This is an optimization exercise on Yosys and OpenROAD, whose aim is small area, not a production implementation.
RTL that was checked went through simulation tests only; none was proved equivalent to the original.
Power figures rest on the tool's default switching activity, not on a simulated workload.

job 102:
Design latched_clock_deadline_registers_core, start of the top module:
module latched_clock_deadline_registers_core #(
  parameter int MS_WRAP_SECONDS = 60
) (
  input  logic        clk,
  input  logic        rst,
  input  logic        cmd_valid,
  output logic        cmd_stall,
  input  logic [1:0]  command,
  input  logic [3:0]  reg_offset,
  input  logic [7:0]  write_data,
  output logic        rsp_valid,
  input  logic        rsp_stall,
  output logic [7:0]  read_data,
  input  logic        cfg_valid,
  output logic        cfg_ready,
  input  logic [31:0] random_seed
);
For scale: ~12000 sq um of cells after synthesis.
==> module lcdr_timebase, before the edit <==
module lcdr_timebase (
  input  logic        clk,
  input  logic        rst,
  input  logic        tick,
  input  logic        wr_en,       
  input  logic [3:0]  wr_offset,
  input  logic [7:0]  wr_data,
  output logic [19:0] usec,
  output logic [31:0] sec,
  output logic [29:0] msec
);
  logic [9:0]  sub;
  logic [5:0]  wrap;
  logic [20:0] uc;
  logic [32:0] sc;
  logic [30:0] mc;
  logic [19:0] usec_inc;
  logic [31:0] sec_inc;
  logic [29:0] msec_inc;
  assign uc[0] = 1'b1;
  assign sc[0] = 1'b1;
  assign mc[0] = 1'b1;
  for (genvar i = 0; i < 20; i++) begin : g_u
    assign usec_inc[i] = usec[i] ^ uc[i];
    assign uc[i+1]     = usec[i] & uc[i];
  end
  for (genvar i = 0; i < 32; i++) begin : g_s
    assign sec_inc[i] = sec[i] ^ sc[i];
    assign sc[i+1]    = sec[i] & sc[i];
  end
  for (genvar i = 0; i < 30; i++) begin : g_m
    assign msec_inc[i] = msec[i] ^ mc[i];
    assign mc[i+1]     = msec[i] & mc[i];
  end
  logic [9:0] sub_step;
  logic [5:0] wrap_step;
  assign sub_step  = {sub[8:0], ~(sub[9] ^ sub[6])};
  assign wrap_step = {wrap[4:0], ~(wrap[5] ^ wrap[4])};
  logic usec_top, usec_ones, sec_ones, sub_last, wrap_last;
  assign usec_top  = &usec[19:16] & (usec[15] | usec[14] & (usec[13] | usec[12] | usec[11] | usec[10] |
                     usec[9] & (usec[8] | usec[7] | usec[6] | (&usec[5:0]))));
  assign usec_ones = &usec;
  assign sec_ones  = &sec;
  assign sub_last  = (sub == 10'b1010110010);
  assign wrap_last = (wrap == 6'b010100);
  logic t, sec_carry, restart;
  assign t         = tick & ~rst;
  assign sec_carry = t & usec_top & ~usec_ones;
  assign restart   = sec_carry & (sec_ones | wrap_last);
  logic [7:0] wd;
  assign wd = wr_data & {8{wr_en & ~rst}};
  logic [3:0] wbyte;
  logic       wu, ws, wm;
  assign wbyte = {wr_offset[1:0] == 2'd3, wr_offset[1:0] == 2'd2,
                  wr_offset[1:0] == 2'd1, wr_offset[1:0] == 2'd0};
  assign wu = wr_en & (wr_offset[3:2] == 2'd0);
  assign ws = wr_en & (wr_offset[3:2] == 2'd1);
  assign wm = wr_en & (wr_offset[3:2] == 2'd2);
  logic [3:0] cu, iu, hu, cs, is, hs, cm, im, hm;
  logic       cb, ib, cw, iw;
  for (genvar b = 0; b < 4; b++) begin : g_sel
    assign cu[b] = rst | wu & wbyte[b] | t & usec_top;
    assign iu[b] = t & ~usec_top;
    assign hu[b] = ~cu[b] & ~iu[b];
    assign cs[b] = rst | ws & wbyte[b];
    assign is[b] = sec_carry;
    assign hs[b] = ~cs[b] & ~is[b];
    assign cm[b] = rst | wm & wbyte[b] | restart;
    assign im[b] = t & sub_last & ~restart;
    assign hm[b] = ~cm[b] & ~im[b];
  end
  assign cb = rst | sec_carry | t & sub_last;
  assign ib = t & ~cb;
  assign cw = rst | restart;
  assign iw = sec_carry & ~restart;
  always_ff @(posedge clk) begin
    for (int i = 0; i < 20; i++)
      usec[i] <= cu[i/8] & wd[i%8] | iu[i/8] & usec_inc[i] | hu[i/8] & usec[i];
    for (int i = 0; i < 32; i++)
      sec[i]  <= cs[i/8] & wd[i%8] | is[i/8] & sec_inc[i] | hs[i/8] & sec[i];
    for (int i = 0; i < 30; i++)
      msec[i] <= cm[i/8] & wd[i%8] | im[i/8] & msec_inc[i] | hm[i/8] & msec[i];
    sub  <= cb ? 10'd0 : ib ? sub_step : sub;
    wrap <= cw ? 6'd0 : iw ? wrap_step : wrap;
  end
endmodule
export LEC_CHECK = 0
export CAP_MARGIN = 20
export CORE_MARGIN = 2
export CORE_UTILIZATION = 45
export SLEW_MARGIN = 20
create_clock -name core_clock -period 7.0 [get_ports {clk}]
standard.sh (not shown) runs the stock make flow with config.mk's settings and CLKGATE_MAP_FILE= SYNTH_SCRIPT=/design/flow/synth_recipe.tcl, a recipe that flattens the netlist after the stock synthesis.
==> flow/flow/run.sh <==
#!/bin/bash
# Standard synthesis; its combinational logic re-mapped for area (registers, adders
# and tie cells kept as they are); then the standard layout with a lighter clock tree
# (no dummy loads, larger sink clusters) and the smallest buffer on the ports.
set -uo pipefail
F=$(cd "$(dirname "$0")" && pwd)
R=orfs/results/$FLOW_PLATFORM/latched_clock_deadline_registers_core/base
CTS="-sink_clustering_enable -repair_clock_nets -dont_use_dummy_load -sink_clustering_size 30 -sink_clustering_max_diameter 100"
bash standard.sh synth > synth.log 2>&1 || exit 1
cp $R/1_2_yosys.v standard_synth.v
KEEP=c:none_kept bash $F/remap.sh $PWD/standard_synth.v $PWD/remapped.v $PWD/remap_stat.txt > remap.log 2>&1 || exit 1
cp remapped.v $R/1_2_yosys.v
rm -f $R/1_synth.odb $R/1_synth.sdc
bash standard.sh synth > synth_odb.log 2>&1 || exit 1
bash standard.sh finish "CTS_ARGS=$CTS" "BUFFER_PORTS_ARGS=-buffer_cell sky130_fd_sc_hd__buf_1" > finish.log 2>&1 || exit 1
Other scripts of this flow, unchanged in this note and not shown: flow/flow/area.abc, flow/flow/remap.sh, flow/flow/remap.ys
### job 102 -> job 101
-- flow/design.v --
<<< job 102, line 66
  logic [9:0] sub_step;
  logic [5:0] wrap_step;
  assign sub_step  = {sub[8:0], ~(sub[9] ^ sub[6])};
  assign wrap_step = {wrap[4:0], ~(wrap[5] ^ wrap[4])};
  logic usec_top, usec_ones, sec_ones, sub_last, wrap_last;
  assign usec_top  = &usec[19:16] & (usec[15] | usec[14] & (usec[13] | usec[12] | usec[11] | usec[10] |
>>> job 101, line 66
  logic [9:0] sub_step;
  logic [5:0] wrap_step;
  assign sub_step  = {sub[8:0], sub[9] ^ sub[6]};
  assign wrap_step = {wrap[4:0], wrap[5] ^ wrap[4]};
  logic usec_top, usec_ones, sec_ones, sub_last, wrap_last;
  assign usec_top  = &usec[19:16] & (usec[15] | usec[14] & (usec[13] | usec[12] | usec[11] | usec[10] |
<<< job 102, line 73
  assign usec_ones = &usec;
  assign sec_ones  = &sec;
  assign sub_last  = (sub == 10'b1010110010);
  assign wrap_last = (wrap == 6'b010100);
  logic t, sec_carry, restart;
  assign t         = tick & ~rst;
>>> job 101, line 73
  assign usec_ones = &usec;
  assign sec_ones  = &sec;
  assign sub_last  = (sub == ~10'b1010110010);
  assign wrap_last = (wrap == ~6'b010100);
  logic t, sec_carry, restart;
  assign t         = tick & ~rst;
<<< job 102, line 112
    for (int i = 0; i < 30; i++)
      msec[i] <= cm[i/8] & wd[i%8] | im[i/8] & msec_inc[i] | hm[i/8] & msec[i];
    sub  <= cb ? 10'd0 : ib ? sub_step : sub;
    wrap <= cw ? 6'd0 : iw ? wrap_step : wrap;
  end
endmodule
>>> job 101, line 112
    for (int i = 0; i < 30; i++)
      msec[i] <= cm[i/8] & wd[i%8] | im[i/8] & msec_inc[i] | hm[i/8] & msec[i];
    sub  <= cb ? 10'h3FF : ib ? sub_step : sub;
    wrap <= cw ? 6'h3F : iw ? wrap_step : wrap;
  end
endmodule
Findings:
Against job 102, job 101 comes in 49 higher on number of cells in the finished layout apart from fillers. Going from job 102 to job 101, final net count went up; net switching power moved up; fraction of power consumed by the clock network lost 1.5 points. Lower overall routed net length goes to job 102 over job 101. Between job 102 and job 101, the worst hold slack after final layout figures differ only marginally. Job 101 leaves less setup margin than job 102. Job 101 vs job 102, power dissipated in sequential cells went up by about 3%. Standby leakage power of job 101 exceeds that of job 102 by a few percent.
The RTL of job 101 was laid out without a check of its function.

-- afterwards: timing with drivers on the ports --
In the flow no input, the clock included, has a driving cell. The finished layouts below were timed again as built, in two steps.
Step 1: set_driving_cell puts a clkbuf_16 on clk and a buf_2 on each other input, an assumption about the parent block.
Step 2 times the ports against the registers' clock, not the clock port: input delays grow and output delays shrink by t, the midpoint of the rising clock arrivals with the driver on.
a / b / c = no drivers / after step 1 / after step 2; a / b = the first two.
run	t, ns	slack for setup (ns)	latest minus earliest clock arrival (ns)	worst slew at a driven data input, ns
job 102	0.526	0.721 / 0.721 / 0.721	0.044 / 0.044	0.05
job 101	0.522	0.657 / 0.657 / 0.657	0.080 / 0.079	0.04
After both steps every run listed still meets setup and hold.
